This is an optimization exercise on Yosys and OpenROAD, whose aim is small area, not a production implementation.
Function was checked by simulation only, so behaviour that the tests miss may differ from the original.

$ cat standard.sh
#!/bin/bash
# synth_recipe.tcl (not shown) runs the flow's synth.tcl, then flattens the netlist and writes it again
# the make line also repeats each setting of config.mk as NAME=value (left out here)
make -C /OpenROAD-flow-scripts/flow DESIGN_CONFIG=/design/flow/config.mk WORK_HOME=/design/flow/orfs CLKGATE_MAP_FILE= SYNTH_SCRIPT=/design/flow/synth_recipe.tcl "${@:-finish}"
$ cat design.v
`default_nettype none
package turbo_pkg;
    localparam int SOFT_W    = 4;
    localparam int LLR_W     = 10;
    localparam int INFO_LEN  = 5;
    localparam int BLOCK_LEN = 7;
    localparam logic [3*INFO_LEN-1:0] PERM     = {3'd3, 3'd1, 3'd2, 3'd4, 3'd0};
    localparam logic [3*INFO_LEN-1:0] PERM_INV = {3'd1, 3'd4, 3'd2, 3'd3, 3'd0};
endpackage
`default_nettype wire
`default_nettype none
`timescale 1ns/10ps
module soft_input_loader (
    input  wire          clk_p_i,
    input  wire          reset_n_i,
    input  wire          start_i,
    input  wire [20:0]   data_i,
    output wire          early_o,
    output wire          block_ready_o,
    output logic [19:0]  sys04_o,
    output logic [7:0]   sys56_o,
    output logic [27:0]  par1_o,
    output logic [27:0]  par2_o
);
    logic [2:0]  cnt;
    always_ff @(posedge clk_p_i or negedge reset_n_i) begin
        if (!reset_n_i) begin
            cnt <= 3'd0;
        end else begin
            case (cnt)
                3'd0, 3'd5: cnt <= start_i ? 3'd1 : 3'd0;
                3'd1:       cnt <= 3'd2;
                3'd2:       cnt <= 3'd3;
                3'd3:       cnt <= 3'd4;
                3'd4:       cnt <= 3'd5;
                default:    cnt <= 3'd0;
            endcase
        end
    end
    assign early_o       = (cnt == 3'd3);
    assign block_ready_o = (cnt == 3'd5);
    logic [11:0] late_in;
    logic [8:0]  early_in;
    logic [59:0] late_q;
    logic [26:0] early_q;
    assign late_in  = {data_i[20:16], data_i[6:0]};
    assign early_in = {data_i[15:14], data_i[13:7]};
    always_ff @(posedge clk_p_i) begin
        late_q  <= {late_q[47:0], late_in};
        early_q <= {early_q[17:0], early_in};
    end
    always_comb begin
        for (int k = 0; k < 4; k++) begin
            for (int p = 0; p < 5; p++)
                sys04_o[(4-p)*4 + k] = late_q[(4-k)*12 + 11-p];
            for (int p = 0; p < 7; p++)
                par2_o[(6-p)*4 + k]  = late_q[(4-k)*12 + 6-p];
        end
        for (int p = 0; p < 2; p++)
            sys56_o[(1-p)*4 + 3] = early_in[8-p];
        for (int p = 0; p < 7; p++)
            par1_o[(6-p)*4 + 3] = early_in[6-p];
        for (int k = 0; k < 3; k++) begin
            for (int p = 0; p < 2; p++)
                sys56_o[(1-p)*4 + k] = early_q[(2-k)*9 + 8-p];
            for (int p = 0; p < 7; p++)
                par1_o[(6-p)*4 + k] = early_q[(2-k)*9 + 6-p];
        end
    end
endmodule
`default_nettype wire
`default_nettype none
`timescale 1ns/10ps
module extrinsic_unit (
    input  wire [9:0] llr_i,
    input  wire [9:0] apri_n_i,
    input  wire [3:0] sys_i,
    output wire [9:0] ext_o
);
    wire [10:0] a = {llr_i[9], llr_i};
    wire [10:0] b = {apri_n_i[9], apri_n_i};
    wire [11:0] c;
    wire [10:0] d;
    assign c[0] = 1'b1;
    for (genvar i = 0; i < 11; i++) begin : g_sub1
        assign d[i]   = a[i] ^ b[i] ^ c[i];
        assign c[i+1] = (a[i] & b[i]) | (a[i] & c[i]) | (b[i] & c[i]);
    end
    wire       ov1 = d[10] ^ d[9];
    wire [9:0] xn  = {~d[10], ov1 ? {9{d[10]}} : ~d[8:0]};
    wire [9:0]  p = {xn[9], xn[9:1]};
    wire [9:0]  q = {{6{sys_i[3]}}, sys_i};
    wire [10:0] e;
    wire [9:0]  t;
    assign e[0] = 1'b0;
    for (genvar i = 0; i < 10; i++) begin : g_add2
        assign t[i]   = p[i] ^ q[i] ^ e[i];
        assign e[i+1] = (p[i] & q[i]) | (p[i] & e[i]) | (q[i] & e[i]);
    end
    wire ov2 = t[9] ^ t[8];
    assign ext_o = ov2 ? {~t[9], {9{t[9]}}} : ~{t[8:0], xn[0]};
endmodule
`default_nettype wire
`default_nettype none
`timescale 1ns/10ps
module turbo_iter_ctrl #(
    parameter int MAX_ITER = 16
) (
    input  wire          clk_p_i,
    input  wire          reset_n_i,
    input  wire          early_i,
    input  wire          block_ready_i,
    input  wire [19:0]   sys04_i,
    input  wire [7:0]    sys56_i,
    input  wire [27:0]   par1_i,
    input  wire [27:0]   par2_i,
    input  wire          siso_done_i,
    input  wire [69:0]   siso_llr_i,
    output wire          siso_start_o,
    output wire [125:0]  siso_req_o,
    output wire          done_o,
    output logic [4:0]   data_o
);
    localparam logic [2:0] S_RST  = 3'b000;  
    localparam logic [2:0] S_IDLE = 3'b001;
    localparam logic [2:0] S_DONE = 3'b010;  
    localparam logic [2:0] S_FIN  = 3'b011;
    localparam logic [2:0] S_D1S  = 3'b100;  
    localparam logic [2:0] S_D1   = 3'b101;
    localparam logic [2:0] S_D2S  = 3'b110;  
    localparam logic [2:0] S_D2   = 3'b111;
    logic [2:0]  state;
    logic [3:0]  iter_cnt;
    logic [27:0] sys_q, par1_q, par2_q;
    logic [49:0] apri_q;
    logic [49:0] apri;
    logic        apri_zero;
    logic [4:0]  dec_q;
    wire h1    = state[2] & ~state[1];
    wire d2    = state[2] &  state[1];
    wire valid = (state != S_RST);
    assign apri = apri_q & {50{~apri_zero}};
    wire [49:0] apri_n = ~apri;
    wire idle  = ~state[2] & ~(state[1] & state[0]);
    wire take  = idle & block_ready_i;
    assign siso_start_o = state[2] & ~state[0];
    assign done_o       = (state == S_DONE);
    logic [27:0] sys_sel;
    always_comb begin
        sys_sel = '0;
        for (int j = 0; j < 5; j++) begin
            sys_sel[(6-j)*4 +: 4] = h1 ? sys_q[(6-j)*4 +: 4]
                                       : sys_q[(6-int'(turbo_pkg::PERM[3*j +: 3]))*4 +: 4];
        end
        sys_sel[7:0] = h1 ? sys_q[7:0] : 8'd0;
    end
    wire [27:0] sys_out = sys_sel & {28{valid}};
    assign siso_req_o = {sys_out,
                         (h1 ? par1_q : par2_q) & {28{valid}},
                         apri, 20'd0};
    logic [49:0] ext;
    for (genvar i = 0; i < 5; i++) begin : g_ext
        extrinsic_unit u_ext (
            .llr_i  (siso_llr_i[(6-i)*10 +: 10]),
            .apri_n_i (apri_n[(4-i)*10 +: 10]),
            .sys_i  (sys_out[(6-i)*4 +: 4]),
            .ext_o  (ext[(4-i)*10 +: 10])
        );
    end
    logic [49:0] ext_int, ext_nat;
    logic [4:0]  dec2;
    logic        same;
    always_comb begin
        same = 1'b1;
        for (int j = 0; j < 5; j++) begin
            ext_int[(4-j)*10 +: 10] = ext[(4-int'(turbo_pkg::PERM[3*j +: 3]))*10 +: 10];
            ext_nat[(4-j)*10 +: 10] = ext[(4-int'(turbo_pkg::PERM_INV[3*j +: 3]))*10 +: 10];
            dec2[4-j] = ~ext[(4-int'(turbo_pkg::PERM_INV[3*j +: 3]))*10 + 9];
            if (ext[(4-j)*10 + 9] != apri[(4-j)*10 + 9]) same = 1'b0;
        end
    end
    wire stop = same | (iter_cnt == 4'(MAX_ITER-1));
    wire fin_next = idle | (state == S_FIN) | (d2 & siso_done_i & stop);
    wire take_early = early_i & fin_next;
    always_ff @(posedge clk_p_i) begin
        if (take) begin
            sys_q[27:8] <= sys04_i;
            par2_q      <= par2_i;
        end
        if (take_early) begin
            sys_q[7:0]  <= sys56_i;
            par1_q      <= par1_i;
        end
    end
    always_ff @(posedge clk_p_i) begin
        dec_q <= dec2;
    end
    always_ff @(posedge clk_p_i) begin
        if (take)
            iter_cnt <= '0;
        else if (d2 & siso_done_i & ~stop)
            iter_cnt <= iter_cnt + 1'b1;
    end
    wire ld_int = siso_done_i & h1;
    wire ld_nat = siso_done_i & d2 & ~stop;
    always_ff @(posedge clk_p_i) begin
        apri_q <= ({50{ld_int}} & ext_int) | ({50{ld_nat}} & ext_nat)
                | ({50{~(ld_int | ld_nat)}} & apri_q);
    end
    always_ff @(posedge clk_p_i or negedge reset_n_i) begin
        if (!reset_n_i)
            apri_zero <= 1'b1;
        else if (take)
            apri_zero <= 1'b1;
        else if (h1 & siso_done_i)
            apri_zero <= 1'b0;
    end
    always_ff @(posedge clk_p_i or negedge reset_n_i) begin
        if (!reset_n_i) begin
            state  <= S_RST;
            data_o <= '0;
        end else begin
            case (state)
                S_RST, S_IDLE, S_DONE: begin
                    if (block_ready_i) begin
                        state <= S_D1S;
                    end else if (state == S_DONE) begin
                        state <= S_IDLE;
                    end
                end
                S_D1S, S_D1: begin
                    if (siso_done_i) begin
                        state <= S_D2S;
                    end else begin
                        state <= S_D1;
                    end
                end
                S_D2S, S_D2: begin
                    if (siso_done_i) begin
                        if (stop) begin
                            state <= S_FIN;
                        end else begin
                            state <= S_D1S;
                        end
                    end else begin
                        state <= S_D2;
                    end
                end
                default: begin  
                    data_o <= dec_q;
                    state  <= S_DONE;
                end
            endcase
        end
    end
endmodule
`default_nettype wire
`default_nettype none
`timescale 1ns/10ps
module turbo_decoder_top #(
    parameter int MAX_ITER = 16
) (
    input  wire          clk_p_i,
    input  wire          reset_n_i,
    input  wire          start_i,
    input  wire [20:0]   data_i,
    input  wire          siso_done_i,
    input  wire [69:0]   siso_llr_i,
    output wire          siso_start_o,
    output wire [125:0]  siso_req_o,
    output wire          done_o,
    output wire [4:0]    data_o
);
    logic        block_ready;
    logic        early;
    logic [19:0] sys04_vec;
    logic [7:0]  sys56_vec;
    logic [27:0] par1_vec;
    logic [27:0] par2_vec;
    soft_input_loader u_loader (
        .clk_p_i       (clk_p_i),
        .reset_n_i     (reset_n_i),
        .start_i       (start_i),
        .data_i        (data_i),
        .early_o       (early),
        .block_ready_o (block_ready),
        .sys04_o       (sys04_vec),
        .sys56_o       (sys56_vec),
        .par1_o        (par1_vec),
        .par2_o        (par2_vec)
    );
    turbo_iter_ctrl #(
        .MAX_ITER (MAX_ITER)
    ) u_ctrl (
        .clk_p_i       (clk_p_i),
        .reset_n_i     (reset_n_i),
        .early_i       (early),
        .block_ready_i (block_ready),
        .sys04_i       (sys04_vec),
        .sys56_i       (sys56_vec),
        .par1_i        (par1_vec),
        .par2_i        (par2_vec),
        .siso_done_i   (siso_done_i),
        .siso_llr_i    (siso_llr_i),
        .siso_start_o  (siso_start_o),
        .siso_req_o    (siso_req_o),
        .done_o        (done_o),
        .data_o        (data_o)
    );
endmodule
`default_nettype wire
$ cat config.mk
export PLATFORM = sky130hd
export DESIGN_NAME = turbo_decoder_top
export DESIGN_NICKNAME = turbo_decoder_top
export VERILOG_FILES = /design/flow/design.v
export SDC_FILE = /design/flow/constraint.sdc
export NUM_CORES = 4
export LEC_CHECK = 0
export ABC_AREA = 1
export CAP_MARGIN = 20
export CORE_MARGIN = 2
export CORE_UTILIZATION = 75
export PLACE_DENSITY = 0.85
export SLEW_MARGIN = 20
$ cat flow/abc_area.script
strash
dc2
dch -f
amap -m
strash
dc2
dch -f
amap -m
strash
dc2
dch -f
amap -m
topo
$ cat flow/run.sh
#!/bin/bash
# The standard layout (standard.sh) with these changes:
#  - synthesis maps with an area-oriented ABC script (flow/abc_area.script)
#  - port buffers use the smallest buffer cell
#  - the constant outputs share one tie cell
#  - floorplan removes synthesis buffers instead of repairing timing before
#    placement (timing is repaired after placement, CTS and global routing)
#  - clock tree: clkbuf_8 only, clusters of up to 16 sinks, no dummy loads
set -e
rm -rf scripts_mod
cp -r "$FLOW_HOME/scripts" scripts_mod
cp flow/abc_area.script scripts_mod/abc_area.script
export SCRIPTS_DIR="$PWD/scripts_mod"
export BUFFER_PORTS_ARGS="-buffer_cell sky130_fd_sc_hd__buf_1"
export SKIP_REPAIR_TIE_FANOUT=1
export REMOVE_ABC_BUFFERS=1
export CTS_ARGS="-sink_clustering_enable -repair_clock_nets -dont_use_dummy_load -buf_list sky130_fd_sc_hd__clkbuf_8 -sink_clustering_size 16 -sink_clustering_max_diameter 80"
bash standard.sh > standard_run.log 2>&1
$ cat constraint.sdc
create_clock -name core_clock -period 12.0 [get_ports {clk_p_i}]
set_input_delay 2.4000 -clock core_clock [delete_from_list [all_inputs] [get_ports {clk_p_i}]]
set_output_delay 2.4000 -clock core_clock [all_outputs]
set_load 0.01 [all_outputs]
==> notes.md, run 1 <==
* remaining global-route overflow: 0
* TritonCTS clock tree: yes
* maximum clock rate: 86.2 MHz
* Post-synth EDFFs: 84
* post-detailed-route count of antenna-violating nets: 0
* mean area per synthesized cell: 11.6 µm²
* average vias per placed instance: 5.68
* setup violators final: 0
* wire length of the first global-routing pass: 36600 µm
* Antenna Diode Count: 0
* data arrival time of the critical path: 11780 ps
* post-synthesis register bit count: 242
* starting density of the core: 76.4%
* final instance area: 11800 µm²
* top area cells in the synthesized netlist: sky130_fd_sc_hd__dfxtp_1, sky130_fd_sc_hd__edfxtp_1, sky130_fd_sc_hd__fa_1
* number of global-route vias before repair: 7594
* most area-hungry cell type in the Yosys netlist: sky130_fd_sc_hd__dfxtp_1
* die extent in y: 122 µm
* crit path max fanout: 36
* Root Buffer Master: sky130_fd_sc_hd__clkbuf_8
* post-synthesis sequential area ratio: 54.6%
* number of remaining DRC errors: 0
* area of the die: 15000 µm²
* Clock Skews: 24.4 ps
* Chip Width: 122 µm
* Critical Path RT: 12180 ps
* std cell rows: 43
* Initial DRT Pass Iterations: 5
* commonest cells in the netlist: sky130_fd_sc_hd__clkinv_1, sky130_fd_sc_hd__dfxtp_1, sky130_fd_sc_hd__fa_1
* initial detailed-routing violation count: 496
* slowest cell on the critical path: sky130_fd_sc_hd__fa_1
* number of hold buffers added after cts: 0
* growth of design area from synthesis to finish: 12.2%
* startpoint of the worst hold path: u_loader.late_q[8]
* ratio of final minimum period to clock period: 96.6%
* final weighted congestion in routability-driven placement: 0.912
* outcome: finished clean
* maximum level of the CTS H-tree: 1
* maximum number of pins on one net before global-route repair: 42
* Max Slew Vio Count: 0
* total of warnings raised by yosys: 2
* worst setup path startpoint: siso_llr_i[60]
* slew margin rel.: 29.9%
* fraction of layout instances using a drive strength above 1: 4.92%
* top-level I/O count: 228
* most common cell in the synthesized netlist: sky130_fd_sc_hd__clkinv_1
* clock-pin slew on the worst setup and hold paths: 90 ps
* number of antenna violations at the first check in global routing: 0
* largest incremental delay on the critical path: 530 ps
* Mapped Area: 10500 µm²
* post-layout min period: 11600 ps
* clock sinks: 242
* worst hold path class: reg -> reg
* launch instance of the worst register-to-register path: u_ctrl.apri_zero
* placed standard-cell area: 11500 µm²
* sort of element at the start of the critical path: input port
* Async S/R FF share, synth: 4.96%
* number of cells produced by synthesis: 905
* setup repair after global routing missed its margin: no
* post-layout util: 85.7%
* CP delay by family, top: adder cells
* buffers and inverters on the worst path: 9
* final WL: 23200 µm
* placeable core area: 13800 µm²
* area share of the largest cell type after synthesis: 27.8%
* Detailed Place HPWL: 16500 µm
* most used cell along the critical path: sky130_fd_sc_hd__fa_1
* Primary FF master, synth: sky130_fd_sc_hd__dfxtp_1
* final layout net count: 1318
* vias post-DR: 7367
* Port-buffer cells: 187
* clock latency reported for the late side of the worst-skew pair: 510 ps
* critical path type: in -> reg
* drt wl/cell: 17.9 µm
* max-cap check violation count: 0
* total clock buffers created by CTS: 19
* transition time of the tightest slew-check pin: 1050 ps
* clk buf depth: 3
* gr usage total: 32.0%
* final hold violations: 0
* Critical Path Sink Type: flip-flop
* Cell variety after synth: 33
[metrics by stage]
stage | cells | worst slack [ps] | setup TNS [ps] | hold WS [ps]
CTS | 1297 | 211 | 0 | 314
detailed placement | 1278 | -301 | -14280 | 314
finish | 1298 | 402 | 0 | 312
global placement | 1278 | -35.6 | -741 | 312
global route | 1298 | 26.3 | 0 | 320
floorplan | 885 | -1990 | -147130 | 310
[kinds of logic after synthesis]
family,after synthesis,synth area share (%)
compound gates,195,12.7
fa+ha+maj,103,18.3
buf+inv,178,7.06
flops,242,54.6
other cells,1,0.0356
simple gates,186,7.32
[state kept, by name (all words and copies together) (netlist names), 5 cells and up]
signal and count:
u_loader.late_q 60, u_loader.early_q 27, u_ctrl.data_o 5, u_ctrl.par2_q 28, u_ctrl.par1_q 28, u_ctrl.dec_q 5, u_ctrl.sys_q 28, u_ctrl.apri_q 50
[routing by layer]
metal  track usage [%]  wire, µm  up-vias
met4              12.9       896        0
met1              38.9      8850     3581
li1                  -         -     3427
met2              55.7     11700      290
met3              6.92      1710       69
met5                 0         0        -
[final cells by class]
type | count | area [µm²]
clock buffer | 19 | 262
fill | 732 | 1970
inverter | 158 | 593
multi-input combinational | 485 | 4060
sequential | 242 | 5750
tap | 180 | 225
timing repair buffer | 214 | 918
[final timing paths]
check | end | slack (ps) | cells past startpoint
worst min-delay path | u_loader.late_q[20] | 310 | 0
worst min register to register | u_loader.late_q[20] | 310 | 0
worst max-delay path | u_ctrl.sys_q[7] | 400 | 37
worst max register to register | u_ctrl.sys_q[7] | 1480 | 36
min in group asynchronous | u_ctrl.data_o[3] | 1910 | 1
max in group asynchronous | u_ctrl.data_o[4] | 9620 | 1
[what timing repair did]
action	in CTS	in global routing
gates resized for setup	0	10
setup endpoints to repair	0	89
buffers inserted	0	0
[cell usage in the layout, fill, tap and decap left out, drive strengths merged, types with 5 or more instances in the layout]
cell / n
dfxtp: 146
clkbuf: 20
o21ai: 67
edfxtp: 84
nor2: 82
o31ai: 7
clkinv: 157
fa: 85
a22o: 33
o22a: 39
ha: 18
o22ai: 16
nor3: 5
nor2b: 20
a21oi: 20
dfrtp: 11
nand2: 72
buf: 213
==> run 2, diff against run 1 <==
--- a/config.mk
+++ b/config.mk
@@ -8,6 +8,5 @@
 export ABC_AREA = 1
 export CAP_MARGIN = 20
 export CORE_MARGIN = 2
-export CORE_UTILIZATION = 75
-export PLACE_DENSITY = 0.85
+export CORE_UTILIZATION = 60
 export SLEW_MARGIN = 20
==> notes.md, run 2 <==
* outcome: finished clean
* final instance area: 11900 µm², +0.73%
* starting density of the core: 61.0%, -15 points
* critical path type: in -> reg
* fraction of met3 tracks used by global routing: 5.00%, -1.9 points
* gr usage total: 22.5%, -9.5 points
* maximum clock rate: 87.1 MHz, +1.0%
* clk buf depth: 3, unchanged
* Mapped Area: 10500 µm², unchanged
* Post-Route Setup TNS: 0 ps, unchanged
* Initial DRT Pass Iterations: 4, -1
* total clock buffers created by CTS: 19, unchanged
* number of cells produced by synthesis: 905, unchanged
* largest registers ranked by flip-flop count: u_loader.late_q x60, u_ctrl.apri_q x50
* register bank with the most flops: u_loader.late_q
* max-cap check violation count: 0, unchanged
* post-layout util: 69.0%, -17 points
* top area cells in the synthesized netlist: sky130_fd_sc_hd__dfxtp_1, sky130_fd_sc_hd__edfxtp_1, sky130_fd_sc_hd__fa_1
* Critical Path RT: 12400 ps, +220 ps
* final layout net count: 1319, +0.076%
* Root Buffer Master: sky130_fd_sc_hd__clkbuf_8
* top-level I/O count: 228, unchanged
* most common cell in the synthesized netlist: sky130_fd_sc_hd__clkinv_1
* Chip Width: 136 µm, +11%
* commonest cells in the netlist: sky130_fd_sc_hd__clkinv_1, sky130_fd_sc_hd__dfxtp_1, sky130_fd_sc_hd__fa_1
* number of global-route vias before repair: 6613, -13%
* area of the die: 18600 µm², +24%
* Clock Skews: 65.2 ps, +40.8 ps
* post-detailed-route count of antenna-violating nets: 0, unchanged
* Detailed Place HPWL: 15300 µm, -7.2%
* Cell variety after synth: 33, unchanged
* setup repair after global routing missed its margin: no
* final hold violations: 0, unchanged
* number of remaining DRC errors: 0, unchanged
* growth of design area from synthesis to finish: 13.0%
* vias post-DR: 7012, -4.8%
* Critical Path Sink Type: flip-flop
* crit path max fanout: 41, +14%
* maximum level of the CTS H-tree: 1, unchanged
* final weighted congestion in routability-driven placement: 0.861, -5.6%
* mean area per synthesized cell: 11.6 µm², unchanged
* grt met1 use: 30.9%, -8.1 points
* wire length of the first global-routing pass: 32600 µm, -11%
* slowest cell on the critical path: sky130_fd_sc_hd__fa_1
* average vias per placed instance: 5.22, -8.1%
* placed standard-cell area: 11600 µm², +0.73%
* Max Slew Vio Count: 0, unchanged
* clock-pin slew on the worst setup and hold paths: 90 ps, about the same
* post-placement cell count: 1325, +3.7%
* slew margin rel.: 32.8%, +2.9 points
* clock sinks: 242, unchanged
* Post-synth EDFFs: 84, unchanged
* drt wl/cell: 15.4 µm, -14%
* std cell rows: 48, +12%
* most used cell along the critical path: sky130_fd_sc_hd__fa_1
* global route hottest layer: met2
* data arrival time of the critical path: 11880 ps, +100 ps
* Primary FF master, synth: sky130_fd_sc_hd__dfxtp_1
* remaining global-route overflow: 0, unchanged
* post-layout min period: 11480 ps, -119 ps
* met2 demand-to-capacity share in global routing: 36.2%, -20 points
* area share of the largest cell type after synthesis: 27.8%, unchanged
* total of warnings raised by yosys: 2, unchanged
* fraction of layout instances using a drive strength above 1: 5.18%, +0.26 points
* clock latency reported for the late side of the worst-skew pair: 510 ps, about the same
* dpl ws: -176 ps, +125 ps
* TritonCTS clock tree: yes
* final WL: 20700 µm, -11%
* post-CTS setup buffer count: 0, unchanged
* WHS: 291 ps, -21.2 ps
* final worst-path setup slack: 521 ps, +119 ps
* most area-hungry cell type in the Yosys netlist: sky130_fd_sc_hd__dfxtp_1
* placeable core area: 17200 µm², +25%
* initial detailed-routing violation count: 365, -26%
* post-synthesis sequential area ratio: 54.6%, unchanged
* Antenna Diode Count: 0, unchanged
* die extent in y: 136 µm, +11%
* final std cells w/o fill: 1344, +3.5%
* largest incremental delay on the critical path: 530 ps, about the same
* Port-buffer cells: 187, unchanged
* setup violators final: 0, unchanged
* ratio of final minimum period to clock period: 95.7%, -0.99 points
* post-synthesis register bit count: 242, unchanged
* worst hold path class: reg -> reg
* most frequent cells in the layout: sky130_fd_sc_hd__buf_1, sky130_fd_sc_hd__clkinv_1, sky130_fd_sc_hd__dfxtp_1
* sort of element at the start of the critical path: input port
* transition time of the tightest slew-check pin: 1010 ps, -43.6 ps
* number of antenna violations at the first check in global routing: 0, unchanged
* maximum number of pins on one net before global-route repair: 42, unchanged
* Async S/R FF share, synth: 4.96%, unchanged
* number of flip-flops under the largest register name: 60, unchanged
* most common cell after layout, fill and taps aside: sky130_fd_sc_hd__buf_1
==> run 2: cell counts after synthesis <==
Identical to the previous run, type by type.
==> run 2: final cells by class <==
class | instances | area (µm²)
sequential | 242 | 5750
fill | 1361 | 5340
multi-input combinational | 485 | 4070
timing repair buffer | 215 | 937
inverter | 158 | 593
tap | 225 | 282
clock buffer | 19 | 262
==> run 2: cell families after synthesis <==
group / share of synthesized area [%]
adder cells (fa/ha/maj): 18.3
flip-flops: 54.6
AND/OR/NAND/NOR: 7.32
other: 0.0356
AO/OA/AOI/OAI: 12.7
buffers and inverters: 7.06
==> run 2: timing repair <==
action                     4_1_cts  5_1_grt
hold buffers                     0        0
setup endpoints to repair        0       87
resized for setup                0        7
==> run 2: path summary, 6_finish.rpt <==
path | from | endpoint | slack, ps | depth (start not counted)
setup / recovery | siso_llr_i[50] | u_ctrl.apri_q[26] | 520 | 41
hold / removal | u_loader.late_q[29] | u_loader.late_q[41] | 290 | 0
setup reg to reg | u_ctrl.apri_zero | u_ctrl.apri_q[26] | 1660 | 41
hold reg to reg | u_loader.late_q[29] | u_loader.late_q[41] | 290 | 0
max in group asynchronous | reset_n_i | u_ctrl.state[0] | 9670 | 1
min in group asynchronous | reset_n_i | u_ctrl.data_o[3] | 1900 | 1
==> run 2: metal layers <==
metal  wire length, µm  vias to the layer above  share of wire [%]
li1                  -                     3428                  -
met1              9240                     3334                 45
met2              9610                      214                 46
met3              1410                       36                6.8
met4               457                        0                2.2
met5                 0                        -                  0
==> run 2: worst max-delay path, delay by kind of cell <==
kind                     cells  cell delay [ps]
AND/OR/NAND/NOR              5              580
AO/OA/AOI/OAI                5              810
buffers and inverters       11             1050
adder cells (fa/ha/maj)     20             7000
==> run 3, diff against run 2 <==
--- a/config.mk
+++ b/config.mk
@@ -6,7 +6,7 @@
 export NUM_CORES = 4
 export LEC_CHECK = 0
 export ABC_AREA = 1
-export CAP_MARGIN = 20
+export CAP_MARGIN = 0
 export CORE_MARGIN = 2
 export CORE_UTILIZATION = 60
-export SLEW_MARGIN = 20
+export SLEW_MARGIN = 0
==> notes.md, run 3 <==
* length in cells of the worst reg-to-reg path: 41, unchanged
* final std cells w/o fill: 1344, unchanged
* post-synthesis register bit count: 242, unchanged
* Antenna Diode Count: 0, unchanged
* outcome: finished clean
* area of the die: 18600 µm², unchanged
* final WL: 20700 µm, -0.10%
* slew margin rel.: 26.2%, -6.6 points
* register bank with the most flops: u_loader.late_q
* number of antenna violations at the first check in global routing: 0, unchanged
* critical path type: in -> reg
* Post-synth EDFFs: 84, unchanged
* reg2reg end: u_ctrl.apri_q[26]
* crit path max fanout: 41, unchanged
* drt wl/cell: 15.4 µm, -0.10%
* launch instance of the worst register-to-register path: u_ctrl.apri_zero
* most used cell along the critical path: sky130_fd_sc_hd__fa_1
* transition time of the tightest slew-check pin: 1110 ps, +99.5 ps
* post-layout min period: 11480 ps, +0.893 ps
* Cell variety after synth: 33, unchanged
* die extent in y: 136 µm, unchanged
* wire length of the first global-routing pass: 32600 µm, unchanged
* Hold Crit Depth: 0, unchanged
* count of filler cells inserted in the layout: 1363, +0.15%
* top-level I/O count: 228, unchanged
* final hold violations: 0, unchanged
* Max Slew Vio Count: 0, unchanged
* slowest cell on the critical path: sky130_fd_sc_hd__fa_1
* setup repair after global routing missed its margin: no
* TritonCTS clock tree: yes
* largest registers ranked by flip-flop count: u_loader.late_q x60, u_ctrl.apri_q x50
* maximum number of pins on one net before global-route repair: 42, unchanged
* register area: 5750 µm², unchanged
* gr usage total: 22.5%, unchanged
* final layout net count: 1319, unchanged
* growth of design area from synthesis to finish: 13.0%, about the same
* Critical Path Sink Type: flip-flop
* mean area per synthesized cell: 11.6 µm², unchanged
* post-detailed-route count of antenna-violating nets: 0, unchanged
* Port-buffer cells: 187, unchanged
* most common cell after layout, fill and taps aside: sky130_fd_sc_hd__buf_1
* fraction of layout instances using a drive strength above 1: 5.09%, -0.089 points
* Initial DRT Pass Iterations: 4, unchanged
* Primary FF master, synth: sky130_fd_sc_hd__dfxtp_1
* placeable core area: 17200 µm², unchanged
* maximum clock rate: 87.1 MHz, about the same
* total area of multi-input combinational cells: 4070 µm², -0.15%
* data arrival time of the critical path: 11880 ps, about the same
* area share of the largest cell type after synthesis: 27.8%, unchanged
* starting density of the core: 61.0%, unchanged
* vias post-DR: 7003, -0.13%
* average vias per placed instance: 5.21, -0.13%
* Async S/R FF share, synth: 4.96%, unchanged
* ratio of final minimum period to clock period: 95.7%, about the same
* top area cells in the synthesized netlist: sky130_fd_sc_hd__dfxtp_1, sky130_fd_sc_hd__edfxtp_1, sky130_fd_sc_hd__fa_1
* Detailed Place HPWL: 15300 µm, unchanged
* number of flip-flops under the largest register name: 60, unchanged
* Mapped Area: 10500 µm², unchanged
* sort of element at the start of the critical path: input port
* clock-pin slew on the worst setup and hold paths: 90 ps, about the same
* clock sinks: 242, unchanged
* clock latency reported for the late side of the worst-skew pair: 510 ps, about the same
* Root Buffer Master: sky130_fd_sc_hd__clkbuf_8
* clk buf depth: 3, unchanged
* Critical Path RT: 12400 ps, about the same
* std cell rows: 48, unchanged
* startpoint of the worst hold path: u_loader.late_q[29]
* remaining global-route overflow: 0, unchanged
* final worst-path setup slack: 520 ps, -0.893 ps
* final weighted congestion in routability-driven placement: 0.861, unchanged
* most common cell in the synthesized netlist: sky130_fd_sc_hd__clkinv_1
* destination of the worst hold path: u_loader.late_q[41]
* total clock buffers created by CTS: 19, unchanged
* setup violators final: 0, unchanged
* post-placement cell count: 1325, unchanged
* WHS: 291 ps, -0.00300 ps
* largest incremental delay on the critical path: 530 ps, about the same
* reg-to-reg slack, setup: 1650 ps, about the same
* number of global-route vias before repair: 6613, unchanged
* Post-Route Setup TNS: 0 ps, unchanged
* post-synthesis sequential area ratio: 54.6%, unchanged
* dpl ws: -176 ps, unchanged
* Clock Skews: 64.6 ps, -0.611 ps
* Chip Width: 136 µm, unchanged
* commonest cells in the netlist: sky130_fd_sc_hd__clkinv_1, sky130_fd_sc_hd__dfxtp_1, sky130_fd_sc_hd__fa_1
* maximum level of the CTS H-tree: 1, unchanged
* most frequent cells in the layout: sky130_fd_sc_hd__buf_1, sky130_fd_sc_hd__clkinv_1, sky130_fd_sc_hd__dfxtp_1
* max-cap check violation count: 0, unchanged
* number of remaining DRC errors: 0, unchanged
* worst hold path class: reg -> reg
* number of hold buffers added after cts: 0, unchanged
* total of warnings raised by yosys: 2, unchanged
* initial detailed-routing violation count: 371, +1.6%
* most area-hungry cell type in the Yosys netlist: sky130_fd_sc_hd__dfxtp_1
* number of cells produced by synthesis: 905, unchanged
==> run 3: layout make-up <==
| cell class | count | area share, % |
|---|---|---|
| well taps | 225 | 2.37 |
| inverters | 158 | 4.99 |
| multi-input cells | 485 | 34.2 |
| clock buffers | 19 | 2.20 |
| repair buffers | 215 | 7.88 |
| flip-flops and latches | 242 | 48.3 |
==> run 3: worst max-delay path by stage <==
stage	startpoint	endpoint	cells after the start	slack, ps
finish	siso_llr_i[50]	u_ctrl.apri_q[26]	41	520
global placement	siso_llr_i[50]	u_ctrl.apri_q[26]	41	-80
floorplan	siso_llr_i[50]	u_ctrl.apri_q[20]	38	-1990
CTS	siso_llr_i[50]	u_ctrl.apri_q[26]	41	370
global route	siso_llr_i[50]	u_ctrl.apri_q[2]	41	1
detailed placement	siso_llr_i[50]	u_ctrl.apri_q[26]	41	-180
==> run 3: cells by family after synthesis <==
group	share of synthesized area [%]
other cells	0.0356
buf+inv	7.06
simple gates	7.32
compound gates	12.7
flops	54.6
fa+ha+maj	18.3
==> run 3: critical path: cells and delay by family <==
| kind | cells | cell delay (ps) |
|---|---|---|
| simple gates | 5 | 580 |
| buf+inv | 11 | 1050 |
| fa+ha+maj | 20 | 7000 |
| compound gates | 5 | 810 |
==> run 3: what timing repair did <==
item,in CTS,in global routing
gates resized for setup,0,7
endpoints found under the setup margin,0,87
buffers inserted,0,0
==> run 3: layer usage <==
layer  global-route usage (%)  routed length [µm]  up-vias
li1                         -                   -     3431
met2                     36.2                9580      218
met1                     30.9                9170     3316
met4                     6.83                 478        0
met5                        0                   0        -
met3                     5.00                1460       38
==> run 3: per-stage QoR <==
step                utilization [%]  cell area (µm²)
floorplan                         -            10400
global placement               67.3            11600
detailed placement             67.3            11600
CTS                            68.9            11900
global route                   69.0            11900
finish                         69.0            11900
==> run 4, diff against run 3 <==
==> flow/abc_area.script (replaced) <==
strash
dch -f
amap
strash
dch -f
amap
strash
dch -f
amap
topo
--- a/config.mk
+++ b/config.mk
@@ -8,5 +8,6 @@
 export ABC_AREA = 1
 export CAP_MARGIN = 0
 export CORE_MARGIN = 2
-export CORE_UTILIZATION = 60
+export CORE_UTILIZATION = 75
+export PLACE_DENSITY = 0.85
 export SLEW_MARGIN = 0
==> notes.md, run 4 <==
* outcome: finished clean
* number of flip-flops under the largest register name: 60, unchanged
* post-layout min period: 11620 ps, +140 ps
* critical path type: in -> reg
* final hold violations: 0, unchanged
* top-level I/O count: 228, unchanged
* largest registers ranked by flip-flop count: u_loader.late_q x60, u_ctrl.apri_q x50
* final layout net count: 1343, +1.8%
* post-synthesis register bit count: 242, unchanged
* Primary FF master, synth: sky130_fd_sc_hd__dfxtp_1
* slowest cell on the critical path: sky130_fd_sc_hd__fa_1
* Initial DRT Pass Iterations: 5, +1
* TritonCTS clock tree: yes
* Post-synth EDFFs: 84, unchanged
* ratio of final minimum period to clock period: 96.8%, +1.2 points
* gr usage total: 31.3%, +8.8 points
* critical path depth in cells: 42, +2.4%
* most frequent cells in the layout: sky130_fd_sc_hd__buf_1, sky130_fd_sc_hd__dfxtp_1, sky130_fd_sc_hd__clkinv_1
* length in cells of the worst reg-to-reg path: 41, unchanged
* capture point of the worst path: u_ctrl.par1_q[11]
* largest incremental delay on the critical path: 560 ps, +30 ps
* transition time of the tightest slew-check pin: 800 ps, -308 ps
* final weighted congestion in routability-driven placement: 0.906, +5.2%
* Port-buffer cells: 187, unchanged
* clock sinks: 242, unchanged
* Antenna Diode Count: 0, unchanged
* Clock Skews: 51.0 ps, -13.6 ps
* initial detailed-routing violation count: 552, +49%
* crit path max fanout: 9, -78%
* max-cap check violation count: 0, unchanged
* Async S/R FF share, synth: 4.96%, unchanged
* Critical Path Sink Type: flip-flop
* remaining global-route overflow: 0, unchanged
* Detailed Place HPWL: 16800 µm, +9.6%
* maximum clock rate: 86.1 MHz, -1.2%
* Cell variety after synth: 31, -6.1%
* most common cell in the synthesized netlist: sky130_fd_sc_hd__dfxtp_1
* Mapped Area: 10500 µm², about the same
* most area-hungry cell type in the Yosys netlist: sky130_fd_sc_hd__dfxtp_1
* top area cells in the synthesized netlist: sky130_fd_sc_hd__dfxtp_1, sky130_fd_sc_hd__edfxtp_1, sky130_fd_sc_hd__fa_1
* clock latency reported for the late side of the worst-skew pair: 530 ps, +20 ps
* Critical Path RT: 12200 ps, -200 ps
* post-detailed-route count of antenna-violating nets: 0, unchanged
* average vias per placed instance: 5.75, +10%
* launch instance of the worst register-to-register path: u_ctrl.apri_zero
* number of cells produced by synthesis: 926, +2.3%
* die extent in y: 122 µm, -10%
* slew margin rel.: 46.3%, +20 points
* drt wl/cell: 17.3 µm, +12%
* most used cell along the critical path: sky130_fd_sc_hd__fa_1
* final instance area: 11900 µm², +0.26%
* std cell rows: 43, -10%
* most common cell after layout, fill and taps aside: sky130_fd_sc_hd__buf_1
* vias post-DR: 7606, +8.6%
* area of the die: 15000 µm², -19%
* placeable core area: 13800 µm², -20%
* buffers and inverters on the worst path: 11, unchanged
* number of remaining DRC errors: 0, unchanged
* reg-to-reg slack, setup: 1460 ps, -190 ps
* Chip Width: 122 µm, -10%
* post-placement cell count: 1301, -1.8%
* final WL: 22900 µm, +10%
* number of antenna violations at the first check in global routing: 0, unchanged
* wire length of the first global-routing pass: 36100 µm, +11%
* reg2reg end: u_ctrl.par1_q[11]
* worst setup path startpoint: siso_llr_i[60]
* total clock buffers created by CTS: 19, unchanged
* commonest cells in the netlist: sky130_fd_sc_hd__dfxtp_1, sky130_fd_sc_hd__clkinv_1, sky130_fd_sc_hd__nor2_1
* sort of element at the start of the critical path: input port
* maximum number of pins on one net before global-route repair: 41, -2.4%
* setup violators final: 0, unchanged
* post-synthesis sequential area ratio: 54.6%, about the same
* area share of the largest cell type after synthesis: 27.8%, about the same
* register bank with the most flops: u_loader.late_q
* fraction of layout instances using a drive strength above 1: 6.12%, +1.0 points
* Max Slew Vio Count: 0, unchanged
* total of warnings raised by yosys: 2, unchanged
* worst hold path class: reg -> reg
* starting density of the core: 76.4%, +15 points
* mean area per synthesized cell: 11.4 µm², -2.3%
* data arrival time of the critical path: 11820 ps, -60 ps
* growth of design area from synthesis to finish: 13.3%
* maximum level of the CTS H-tree: 1, unchanged
* Root Buffer Master: sky130_fd_sc_hd__clkbuf_8
* clock-pin slew on the worst setup and hold paths: 90 ps, about the same
* clk buf depth: 3, unchanged
* placed standard-cell area: 11600 µm², -0.33%
* final std cells w/o fill: 1323, -1.6%
* CP delay by family, top: adder cells
* number of global-route vias before repair: 7623, +15%
==> run 4: cell types whose count changed after synthesis, moves of 2 or more <==
cell                       delta
sky130_fd_sc_hd__o21ai_0      +3
sky130_fd_sc_hd__nor2b_1      -6
sky130_fd_sc_hd__o31ai_1      -3
sky130_fd_sc_hd__a22o_1      -33
sky130_fd_sc_hd__nor2_1      +35
sky130_fd_sc_hd__nand2_1      +9
sky130_fd_sc_hd__o22ai_1     +20
sky130_fd_sc_hd__o221ai_1     +8
sky130_fd_sc_hd__o22a_1       +5
sky130_fd_sc_hd__clkinv_1    -18
sky130_fd_sc_hd__a21oi_1      +2
sky130_fd_sc_hd__a221oi_1     -2
==> run 4: area by class of cell <==
type / instances / area (µm²)
clock buffers: 19 / 262
fillers: 703 / 1850
inverters: 140 / 526
multi-input cells: 524 / 4160
flip-flops and latches: 242 / 5750
well taps: 180 / 225
repair buffers: 218 / 1000
==> run 4: metal layers <==
metal,GRT usage [%],wire length (µm)
met1,38.1,8510
met2,54.7,11700
met3,6.04,1610
met4,13.6,1080
met5,0,0
==> run 4: worst min path at each step <==
stage                           to           startpoint  slack, ps  depth (start not counted)
6_report       u_loader.late_q[29]  u_loader.late_q[17]        310                          0
5_1_grt        u_loader.late_q[29]  u_loader.late_q[17]        320                          0
4_1_cts        u_loader.late_q[29]  u_loader.late_q[17]        310                          0
3_5_place_dp   u_loader.late_q[15]   u_loader.late_q[3]        310                          0
3_3_place_gp   u_loader.late_q[23]  u_loader.late_q[11]        310                          0
2_1_floorplan  u_loader.late_q[12]   u_loader.late_q[0]        310                          0
==> run 4: timing repair <==
item	CTS	global route
endpoints found under the setup margin	30	93
resized for setup	1	32
pin swaps	0	5
setup buffers	0	1
cloned	0	2
hold buffers	0	0
==> run 4: logic make-up (layout without fill, tap and decap cells) <==
| logic type | count (synthesis) | after routing | share of synthesized area, % |
|---|---|---|---|
| compound gates | 194 | 194 | 11.9 |
| fa+ha+maj | 103 | 103 | 18.3 |
| simple gates | 226 | 226 | 8.64 |
| flops | 242 | 242 | 54.6 |
| other cells | 1 | 1 | 0.0357 |
| buf+inv | 160 | 377 | 6.42 |
==> run 4: metrics by stage <==
stage	hold slack [ps]	worst slack, ps	TNS [ps]	util [%]
3_5_place_dp	312	-535	-44370	84.0
6_report	308	379	0	86.5
5_1_grt	318	-18.0	-70.0	86.5
4_1_cts	307	21.3	0	85.9
2_1_floorplan	310	-2230	-172930	-
3_3_place_gp	311	-167	-11960	84.0
==> run 4: worst reg2reg max path, delay by kind of cell (launching register included) <==
kind	cells	cell delay, ps
fa+ha+maj	20	6840
buf+inv	9	1020
compound gates	7	960
simple gates	5	830
flops	1	600
==> run 5, diff against run 4 <==
==> flow/abc_area.script (replaced) <==
strash
dc2
dch -f
amap -m
strash
dc2
dch -f
amap -m
strash
dc2
dch -f
amap -m
topo
==> notes.md, run 5 <==
* Port-buffer cells: 187, unchanged
* reg-to-reg slack, setup: 1460 ps, about the same
* outcome: finished clean
* Cell variety after synth: 33, +6.5%
* final instance area: 11800 µm², -0.98%
* average vias per placed instance: 5.69, -1.1%
* drt wl/cell: 17.8 µm, +3.2%
* most used cell along the critical path: sky130_fd_sc_hd__fa_1
* worst setup path startpoint: siso_llr_i[60]
* clock sinks: 242, unchanged
* fraction of layout instances using a drive strength above 1: 4.83%, -1.3 points
* setup repair after global routing missed its margin: no
* most common cell in the synthesized netlist: sky130_fd_sc_hd__clkinv_1
* Max Slew Vio Count: 0, unchanged
* top-level I/O count: 228, unchanged
* post-detailed-route count of antenna-violating nets: 0, unchanged
* register bank with the most flops: u_loader.late_q
* maximum level of the CTS H-tree: 1, unchanged
* mean area per synthesized cell: 11.6 µm², +2.4%
* number of flip-flops under the largest register name: 60, unchanged
* top area cells in the synthesized netlist: sky130_fd_sc_hd__dfxtp_1, sky130_fd_sc_hd__edfxtp_1, sky130_fd_sc_hd__fa_1
* Mapped Area: 10500 µm², about the same
* number of global-route vias before repair: 7594, -0.38%
* post-layout min period: 11620 ps, +2.60 ps
* TritonCTS clock tree: yes
* final worst-path setup slack: 377 ps, -2.60 ps
* total clock buffers created by CTS: 19, unchanged
* Primary FF master, synth: sky130_fd_sc_hd__dfxtp_1
* crit path max fanout: 36, +27
* commonest cells in the netlist: sky130_fd_sc_hd__clkinv_1, sky130_fd_sc_hd__dfxtp_1, sky130_fd_sc_hd__fa_1
* Async S/R FF share, synth: 4.96%, unchanged
* Critical Path Sink Type: flip-flop
* Antenna Diode Count: 0, unchanged
* sort of element at the start of the critical path: input port
* maximum clock rate: 86.0 MHz, about the same
* placeable core area: 13800 µm², unchanged
* initial detailed-routing violation count: 476, -14%
* area share of the largest cell type after synthesis: 27.8%, about the same
* Root Buffer Master: sky130_fd_sc_hd__clkbuf_8
* Clock Skews: 26.6 ps, -24.4 ps
* critical path type: in -> reg
* number of cells produced by synthesis: 905, -2.3%
* launch instance of the worst register-to-register path: u_ctrl.apri_zero
* final layout net count: 1317, -1.9%
* number of hold buffers added after cts: 0, unchanged
* largest incremental delay on the critical path: 530 ps, -30 ps
* most common cell after layout, fill and taps aside: sky130_fd_sc_hd__buf_1
* Chip Width: 122 µm, about the same
* total area of multi-input combinational cells: 4060 µm², -2.2%
* data arrival time of the critical path: 11800 ps, -20 ps
* register area: 5750 µm², unchanged
* maximum number of pins on one net before global-route repair: 42, +2.4%
* final weighted congestion in routability-driven placement: 0.912, +0.70%
* Initial DRT Pass Iterations: 4, -1
* number of antenna violations at the first check in global routing: 0, unchanged
* post-synthesis register bit count: 242, unchanged
* number of remaining DRC errors: 0, unchanged
* post-synthesis sequential area ratio: 54.6%, about the same
* vias post-DR: 7378, -3.0%
* area of the die: 15000 µm², about the same
* clock latency reported for the late side of the worst-skew pair: 510 ps, -20 ps
* wire length of the first global-routing pass: 36600 µm, +1.6%
* gr usage total: 32.0%, +0.64 points
* remaining global-route overflow: 0, unchanged
* slowest cell on the critical path: sky130_fd_sc_hd__fa_1
* dpl ws: -301 ps, +234 ps
* total of warnings raised by yosys: 2, unchanged
* most frequent cells in the layout: sky130_fd_sc_hd__buf_1, sky130_fd_sc_hd__clkinv_1, sky130_fd_sc_hd__dfxtp_1
* clock-pin slew on the worst setup and hold paths: 90 ps, about the same
* startpoint of the worst hold path: u_loader.late_q[8]
* placed standard-cell area: 11500 µm², -0.39%
* final hold violations: 0, unchanged
* die extent in y: 122 µm, about the same
* final WL: 23100 µm, +1.1%
* std cell rows: 43, unchanged
* growth of design area from synthesis to finish: 12.2%
* starting density of the core: 76.4%, about the same
* worst hold path class: reg -> reg
* clk buf depth: 3, unchanged
* largest registers ranked by flip-flop count: u_loader.late_q x60, u_ctrl.apri_q x50
* transition time of the tightest slew-check pin: 1030 ps, +233 ps
* max-cap check violation count: 0, unchanged
* Post-CTS Resized: 0, -1
* slew margin rel.: 31.1%, -15 points
* post-CTS setup buffer count: 0, unchanged
* Detailed Place HPWL: 16500 µm, -1.6%
* setup violators final: 0, unchanged
* ratio of final minimum period to clock period: 96.9%, about the same
* most area-hungry cell type in the Yosys netlist: sky130_fd_sc_hd__dfxtp_1
* Post-synth EDFFs: 84, unchanged
* count of filler cells inserted in the layout: 733, +4.3%
* Critical Path RT: 12180 ps, -20 ps
[run 5: cell types whose count changed in the layout (fill, tap and decap cells not counted), moves of 5 or more]
cell / delta
sky130_fd_sc_hd__a22o_1: +33
sky130_fd_sc_hd__nor2b_1: +6
sky130_fd_sc_hd__nor2_1: -34
sky130_fd_sc_hd__o22ai_1: -20
sky130_fd_sc_hd__o22a_1: -5
sky130_fd_sc_hd__o21ai_1: -9
sky130_fd_sc_hd__fa_1: +6
sky130_fd_sc_hd__o221ai_1: -8
sky130_fd_sc_hd__o21ai_0: +6
sky130_fd_sc_hd__fa_2: -6
sky130_fd_sc_hd__nand2_1: -8
sky130_fd_sc_hd__clkinv_1: +19
[run 5: worst paths after layout]
kind | endpoint | cells after the start
max in group asynchronous | u_ctrl.data_o[4] | 1
setup / recovery | u_ctrl.sys_q[7] | 37
hold reg to reg | u_loader.late_q[20] | 0
hold / removal | u_loader.late_q[20] | 0
setup reg to reg | u_ctrl.sys_q[7] | 36
min in group asynchronous | u_ctrl.data_o[3] | 1
[run 5: cell families (layout without fill, tap and decap cells)]
| logic type | count (synthesis) | count (layout) | share of synthesized area [%] |
|---|---|---|---|
| other cells | 1 | 1 | 0.0356 |
| simple gates | 186 | 186 | 7.32 |
| buf+inv | 178 | 390 | 7.06 |
| compound gates | 195 | 195 | 12.7 |
| fa+ha+maj | 103 | 103 | 18.3 |
| flops | 242 | 242 | 54.6 |
[run 5: area by class of cell]
class | instances | share of cell area, %
repair buffers | 213 | 7.74
multi-input cells | 485 | 34.4
inverters | 158 | 5.02
flip-flops and latches | 242 | 48.7
well taps | 180 | 1.91
clock buffers | 19 | 2.22
[run 5: critical path, delay by kind of cell]
family	cells	cell delay, ps
adder cells (fa/ha/maj)	20	7020
buffers and inverters	9	890
AO/OA/AOI/OAI	4	820
AND/OR/NAND/NOR	4	630
[run 5: through the flow]
| stage | util (%) | hold slack [ps] | setup TNS (ps) | std cells |
|---|---|---|---|---|
| CTS | 85.6 | 314 | 0 | 1297 |
| global placement | 83.7 | 312 | -741 | 1278 |
| global route | 85.7 | 320 | 0 | 1297 |
| detailed placement | 83.7 | 314 | -14280 | 1278 |
| finish | 85.7 | 312 | 0 | 1297 |
| floorplan | - | 310 | -147130 | 885 |
[run 5: layer usage]
layer,global-route usage [%],up-vias,wire length (µm)
met5,0,-,0
met1,38.9,3578,8840
met3,6.92,77,1720
li1,-,3423,-
met2,55.7,300,11600
met4,12.9,0,928
==> run 6, diff against run 5 <==
--- a/design.v
+++ b/design.v
@@ -135,7 +135,7 @@
     logic [49:0] apri_q;
     logic [49:0] apri;
     logic        apri_zero;
-    logic [4:0]  dec_q;
+    logic        dec_q;
     wire h1    = state[2] & ~state[1];
     wire d2    = state[2] &  state[1];
     wire valid = (state != S_RST);
@@ -193,13 +193,13 @@
         end
     end
     always_ff @(posedge clk_p_i) begin
-        dec_q <= dec2;
+        dec_q <= dec2[4];
     end
     always_ff @(posedge clk_p_i) begin
         if (take)
             iter_cnt <= '0;
-        else if (d2 & siso_done_i & ~stop)
-            iter_cnt <= iter_cnt + 1'b1;
+        else if (d2 & siso_done_i)
+            iter_cnt <= stop ? dec2[3:0] : iter_cnt + 1'b1;
     end
     wire ld_int = siso_done_i & h1;
     wire ld_nat = siso_done_i & d2 & ~stop;
@@ -247,7 +247,7 @@
                     end
                 end
                 default: begin  
-                    data_o <= dec_q;
+                    data_o <= {dec_q, iter_cnt};
                     state  <= S_DONE;
                 end
             endcase
==> notes.md, run 6 <==
* Async S/R FF share, synth: 5.04%, +0.083 points
* TritonCTS clock tree: yes
* Detailed Place HPWL: 16700 µm, +0.78%
* total of warnings raised by yosys: 2, unchanged
* final hold violations: 0, unchanged
* Mapped Area: 10500 µm², -0.26%
* initial detailed-routing violation count: 459, -3.6%
* clock-pin slew on the worst setup and hold paths: 90 ps, about the same
* drt wl/cell: 17.7 µm, -0.77%
* Max Slew Vio Count: 0, unchanged
* most area-hungry cell type in the Yosys netlist: sky130_fd_sc_hd__dfxtp_1
* Primary FF master, synth: sky130_fd_sc_hd__dfxtp_1
* top area cells in the synthesized netlist: sky130_fd_sc_hd__dfxtp_1, sky130_fd_sc_hd__edfxtp_1, sky130_fd_sc_hd__fa_1
* std cell rows: 43, unchanged
* top-level I/O count: 228, unchanged
* slowest cell on the critical path: sky130_fd_sc_hd__fa_1
* vias post-DR: 7428, +0.68%
* most common cell in the synthesized netlist: sky130_fd_sc_hd__clkinv_1
* destination of the worst hold path: u_loader.late_q[16]
* Antenna Diode Count: 0, unchanged
* commonest cells in the netlist: sky130_fd_sc_hd__clkinv_1, sky130_fd_sc_hd__dfxtp_1, sky130_fd_sc_hd__nor2_1
* most frequent cells in the layout: sky130_fd_sc_hd__buf_1, sky130_fd_sc_hd__clkinv_1, sky130_fd_sc_hd__dfxtp_1
* Clock Skews: 23.9 ps, -2.72 ps
* gr usage total: 32.1%, +0.14 points
* die extent in y: 122 µm, -0.13%
* mean area per synthesized cell: 11.2 µm², -3.5%
* starting density of the core: 76.2%, -0.20 points
* length in cells of the worst reg-to-reg path: 36, unchanged
* number of cells produced by synthesis: 935, +3.3%
* setup repair after global routing missed its margin: no
* remaining global-route overflow: 0, unchanged
* number of antenna violations at the first check in global routing: 0, unchanged
* number of global-route vias before repair: 7510, -1.1%
* post-synthesis register bit count: 238, -1.7%
* Post-synth EDFFs: 84, unchanged
* area of the die: 15000 µm², -0.25%
* slew margin rel.: 21.3%, -9.9 points
* critical path type: in -> reg
* post-layout min period: 11450 ps, -177 ps
* number of hold buffers added after cts: 0, unchanged
* maximum level of the CTS H-tree: 1, unchanged
* post-layout util: 84.7%, -0.96 points
* total clock buffers created by CTS: 18, -1
* register bank with the most flops: u_loader.late_q
* outcome: finished clean
* growth of design area from synthesis to finish: 11.2%
* final worst-path setup slack: 553 ps, +177 ps
* dpl ws: 94.0 ps, +395 ps
* max-cap check violation count: 0, unchanged
* data arrival time of the critical path: 11630 ps, -170 ps
* reg-to-reg slack, setup: 1640 ps, +180 ps
* Critical Path Sink Type: flip-flop
* maximum clock rate: 87.4 MHz, +1.5%
* reg2reg end: u_ctrl.sys_q[1]
* final WL: 23300 µm, +0.69%
* placeable core area: 13800 µm², unchanged
* final weighted congestion in routability-driven placement: 0.939, +2.9%
* worst hold path class: reg -> reg
* crit path max fanout: 36, unchanged
* number of remaining DRC errors: 0, unchanged
* post-CTS setup buffer count: 0, unchanged
* maximum number of pins on one net before global-route repair: 44, +4.8%
* sort of element at the start of the critical path: input port
* clk buf depth: 3, unchanged
* number of flip-flops under the largest register name: 60, unchanged
* Cell variety after synth: 33, unchanged
* placed standard-cell area: 11400 µm², -0.89%
* average vias per placed instance: 5.64, -0.78%
* post-synthesis sequential area ratio: 54.0%, -0.62 points
* ratio of final minimum period to clock period: 95.4%, -1.5 points
* final instance area: 11700 µm², -1.1%
* Hold Crit Depth: 0, unchanged
* clock sinks: 238, -1.7%
* setup violators final: 0, unchanged
* Initial DRT Pass Iterations: 5, +1
* Root Buffer Master: sky130_fd_sc_hd__clkbuf_8
* startpoint of the worst hold path: u_loader.late_q[4]
* most common cell after layout, fill and taps aside: sky130_fd_sc_hd__buf_1
* final layout net count: 1335, +1.4%
* Port-buffer cells: 187, unchanged
* largest incremental delay on the critical path: 530 ps, about the same
* Critical Path RT: 12190 ps, about the same
* wire length of the first global-routing pass: 37100 µm, +1.2%
* launch instance of the worst register-to-register path: u_ctrl.apri_zero
* Chip Width: 122 µm, -0.13%
* post-detailed-route count of antenna-violating nets: 0, unchanged
* clock latency reported for the late side of the worst-skew pair: 510 ps, about the same
* area share of the largest cell type after synthesis: 27.1%, -0.69 points
* transition time of the tightest slew-check pin: 1180 ps, +148 ps
* most used cell along the critical path: sky130_fd_sc_hd__fa_1
* largest registers ranked by flip-flop count: u_loader.late_q x60, u_ctrl.apri_q x50
* fraction of layout instances using a drive strength above 1: 3.43%, -1.4 points
[run 6: cell count changes in the layout (fill, tap and decap cells not counted), moves of 5 or more]
cell                       change
sky130_fd_sc_hd__a22o_1        -5
sky130_fd_sc_hd__nor2_1       +19
sky130_fd_sc_hd__clkinv_1     +18
sky130_fd_sc_hd__o22a_1       -12
sky130_fd_sc_hd__nand2_1      +19
sky130_fd_sc_hd__o22ai_1      +18
sky130_fd_sc_hd__a21oi_1      -14
sky130_fd_sc_hd__buf_4         -9
sky130_fd_sc_hd__o21ai_0       +6
[run 6: per-layer routing]
metal  GRT usage, %  vias up  part of all wire [%]
met5              0        -                     0
met1           40.9     3600                    38
li1               -     3462                     -
met2           56.1      313                    52
met4           9.41        0                   2.6
met3           6.51       53                   7.6
[run 6: through the flow]
step                hold slack, ps  std cells  TNS [ps]
floorplan                      310        915   -139460
global placement               311       1298         0
detailed placement             314       1298         0
CTS                            322       1316         0
global route                   337       1316         0
finish                         323       1316         0
[run 6: cell families (layout without fill, tap and decap cells)]
group                      after synthesis  count (layout)  share of synthesized area [%]
AOI/OAI and AO/OA                      184             184                           11.7
adders and majority gates              102             102                           18.2
buffers and inverters                  195             396                           7.69
DFF                                    238             238                           54.0
muxes                                    2               2                          0.215
other                                    1               1                         0.0357
and+or+nand+nor                        213             213                           8.14
[run 6: cell type report]
| cell class | count | area (µm²) |
|---|---|---|
| Sequential cell | 238 | 5670 |
| Multi-Input combinational cell | 502 | 4040 |
| Fill cell | 759 | 2100 |
| Timing Repair Buffer | 203 | 835 |
| Inverter | 175 | 657 |
| Clock buffer | 18 | 248 |
| Tap cell | 180 | 225 |
[run 6: worst max path at each step]
stage	from	end	slack (ps)
6_report	siso_llr_i[50]	u_ctrl.sys_q[1]	550
5_1_grt	siso_llr_i[50]	u_ctrl.sys_q[1]	40
4_1_cts	siso_llr_i[50]	u_ctrl.sys_q[1]	550
3_5_place_dp	siso_llr_i[50]	u_ctrl.sys_q[3]	90
3_3_place_gp	siso_llr_i[50]	u_ctrl.sys_q[7]	250
2_1_floorplan	siso_llr_i[50]	u_ctrl.par1_q[0]	-1880
[run 6: what timing repair did]
action | 4_1_cts | 5_1_grt
setup endpoints to repair | 0 | 32
resized for setup | 0 | 1
endpoints found under the hold margin | 0 | 0
[run 6: worst max-delay path, delay by kind of cell]
family | cells | cell delay [ps]
adders and majority gates | 19 | 6730
and+or+nand+nor | 7 | 1060
buffers and inverters | 8 | 860
AOI/OAI and AO/OA | 3 | 580
==> run 7, diff against run 6 <==
--- a/flow/run.sh
+++ b/flow/run.sh
@@ -14,5 +14,5 @@
 export BUFFER_PORTS_ARGS="-buffer_cell sky130_fd_sc_hd__buf_1"
 export SKIP_REPAIR_TIE_FANOUT=1
 export REMOVE_ABC_BUFFERS=1
-export CTS_ARGS="-sink_clustering_enable -repair_clock_nets -dont_use_dummy_load -buf_list sky130_fd_sc_hd__clkbuf_8 -sink_clustering_size 16 -sink_clustering_max_diameter 80"
+export CTS_ARGS="-sink_clustering_enable -repair_clock_nets -dont_use_dummy_load -buf_list sky130_fd_sc_hd__clkbuf_8 -sink_clustering_size 18 -sink_clustering_max_diameter 80"
 bash standard.sh > standard_run.log 2>&1
==> notes.md, run 7 <==
* register bank with the most flops: u_loader.late_q
* count of filler cells inserted in the layout: 787, +3.7%
* setup violators final: 0, unchanged
* number of cells produced by synthesis: 935, unchanged
* launch instance of the worst register-to-register path: u_ctrl.apri_zero
* drt wl/cell: 17.5 µm, -1.2%
* post-layout min period: 11470 ps, +24.1 ps
* maximum clock rate: 87.2 MHz, -0.21%
* setup repair after global routing missed its margin: no
* Root Buffer Master: sky130_fd_sc_hd__clkbuf_8
* sort of element at the start of the critical path: input port
* maximum number of pins on one net before global-route repair: 44, unchanged
* reg2reg end: u_ctrl.par1_q[11]
* max-cap check violation count: 0, unchanged
* number of hold buffers added after cts: 0, unchanged
* most common cell after layout, fill and taps aside: sky130_fd_sc_hd__buf_1
* worst setup path startpoint: siso_llr_i[50]
* number of global-route vias before repair: 7489, -0.28%
* number of antenna violations at the first check in global routing: 0, unchanged
* placeable core area: 13800 µm², unchanged
* transition time of the tightest slew-check pin: 1160 ps, -18.8 ps
* Critical Path RT: 12130 ps, -60 ps
* Detailed Place HPWL: 16700 µm, unchanged
* post-placement cell count: 1298, unchanged
* std cell rows: 43, unchanged
* outcome: finished clean
* gr usage total: 31.8%, -0.27 points
* vias post-DR: 7477, +0.66%
* final weighted congestion in routability-driven placement: 0.939, unchanged
* wire length of the first global-routing pass: 36800 µm, -0.67%
* commonest cells in the netlist: sky130_fd_sc_hd__clkinv_1, sky130_fd_sc_hd__dfxtp_1, sky130_fd_sc_hd__nor2_1
* Antenna Diode Count: 0, unchanged
* Chip Width: 122 µm, unchanged
* crit path max fanout: 36, unchanged
* final std cells w/o fill: 1315, -0.076%
* TritonCTS clock tree: yes
* final hold violations: 0, unchanged
* placed standard-cell area: 11400 µm², unchanged
* initial detailed-routing violation count: 558, +22%
* post-detailed-route count of antenna-violating nets: 0, unchanged
* average vias per placed instance: 5.69, +0.74%
* critical path type: in -> reg
* final WL: 23000 µm, -1.3%
* reg-to-reg slack, setup: 1630 ps, about the same
* slowest cell on the critical path: sky130_fd_sc_hd__fa_1
* most common cell in the synthesized netlist: sky130_fd_sc_hd__clkinv_1
* most area-hungry cell type in the Yosys netlist: sky130_fd_sc_hd__dfxtp_1
* starting density of the core: 76.2%, unchanged
* remaining global-route overflow: 0, unchanged
* grt met1 use: 41.7%, +0.78 points
* met2 demand-to-capacity share in global routing: 54.0%, -2.1 points
* Cell variety after synth: 33, unchanged
* post-synthesis register bit count: 238, unchanged
* Clock Skews: 70.5 ps, +46.6 ps
* Port-buffer cells: 187, unchanged
* clock latency reported for the late side of the worst-skew pair: 510 ps, about the same
* maximum level of the CTS H-tree: 1, unchanged
* largest registers ranked by flip-flop count: u_loader.late_q x60, u_ctrl.apri_q x50
* post-layout util: 84.6%, -0.10 points
* most used cell along the critical path: sky130_fd_sc_hd__fa_1
* slew margin rel.: 22.5%, +1.3 points
* length in cells of the worst reg-to-reg path: 36, unchanged
* area share of the largest cell type after synthesis: 27.1%, unchanged
* die extent in y: 122 µm, unchanged
* top area cells in the synthesized netlist: sky130_fd_sc_hd__dfxtp_1, sky130_fd_sc_hd__edfxtp_1, sky130_fd_sc_hd__fa_1
[run 7: cell counts after synthesis]
Identical to the previous run, type by type.
[run 7: cells by family after synthesis]
kind of cell | synth area share (%)
DFF | 54.0
and+or+nand+nor | 8.14
buffers and inverters | 7.69
AOI/OAI and AO/OA | 11.7
adders and majority gates | 18.2
muxes | 0.215
other | 0.0357
[run 7: per-stage QoR]
step	setup TNS (ps)	setup WS, ps	hold WS, ps
2_1_floorplan	-139460	-1880	310
3_3_place_gp	0	255	311
3_5_place_dp	0	94.0	314
4_1_cts	0	525	331
5_1_grt	0	10.0	339
6_report	0	529	332
[run 7: layout make-up]
class | count | area, µm² | area share, %
flip-flops and latches | 238 | 5670 | 48.6
multi-input cells | 502 | 4040 | 34.6
repair buffers | 203 | 835 | 7.16
inverters | 175 | 657 | 5.64
clock buffers | 17 | 234 | 2.01
well taps | 180 | 225 | 1.93
[run 7: how the worst min path moves through the flow]
stage | startpoint | end | slack (ps) | cells past startpoint
global route | u_loader.late_q[11] | u_loader.late_q[23] | 340 | 0
detailed placement | u_loader.late_q[3] | u_loader.late_q[15] | 310 | 0
floorplan | u_loader.late_q[0] | u_loader.late_q[12] | 310 | 0
finish | u_loader.late_q[9] | u_loader.late_q[21] | 330 | 0
global placement | u_loader.late_q[11] | u_loader.late_q[23] | 310 | 0
CTS | u_loader.late_q[4] | u_loader.late_q[16] | 330 | 0
[run 7: worst max-delay path, delay by kind of cell]
family | cells | cell delay (ps)
simple gates | 7 | 1030
compound gates | 3 | 600
fa+ha+maj | 19 | 6720
buf+inv | 8 | 850
[run 7: metal layers]
| layer | share of wire (%) | vias to the layer above |
|---|---|---|
| li1 | - | 3452 |
| met1 | 38 | 3624 |
| met2 | 51 | 346 |
| met3 | 8.3 | 55 |
| met4 | 2.8 | 0 |
| met5 | 0 | - |

==> re-timing with driven ports <==
Ports are ideal in the flow. The routed layouts listed here were re-timed in OpenROAD. Step 1: set_driving_cell puts a clkbuf_16 on clk_p_i and a buf_2 on each other input, an assumption about the parent block. Step 2 moves the port delays by t, midway between the first and last clock arrival at a register: inputs arrive t later, outputs are due t later. That takes back most of the time a late clock gives input paths. a / b / c = ideal ports / drivers / drivers and shift; a / b = the first two.
| run | t, ns | slack for setup (ns) | hold WS [ns] | slew at the worst register clock pin (ns) | worst data-port slew with drivers (ns) |
|---|---|---|---|---|---|
| run 1 | 0.532 | 0.402 / 0.417 / -0.115 | 0.312 / 0.312 / 0.312 | 0.10 / 0.10 | 0.05 |
| run 2 | 0.522 | 0.521 / 0.540 / 0.018 | 0.291 / 0.291 / 0.291 | 0.11 / 0.11 | 0.04 |
| run 3 | 0.521 | 0.520 / 0.539 / 0.018 | 0.291 / 0.291 / 0.291 | 0.11 / 0.11 | 0.04 |
| run 4 | 0.545 | 0.379 / 0.398 / -0.148 | 0.308 / 0.308 / 0.308 | 0.11 / 0.11 | 0.05 |
| run 5 | 0.532 | 0.377 / 0.392 / -0.141 | 0.312 / 0.312 / 0.312 | 0.10 / 0.10 | 0.05 |
| run 6 | 0.531 | 0.553 / 0.571 / 0.040 | 0.323 / 0.323 / 0.323 | 0.11 / 0.11 | 0.06 |
| run 7 | 0.508 | 0.529 / 0.546 / 0.038 | 0.332 / 0.332 / 0.332 | 0.12 / 0.12 | 0.05 |
With both steps, setup timing fails in run 1, run 4 and run 5, where it was met with ideal ports. The setup slack of run 4, which loses most, moves by +0.019 ns with the drivers and by -0.527 ns with both steps.
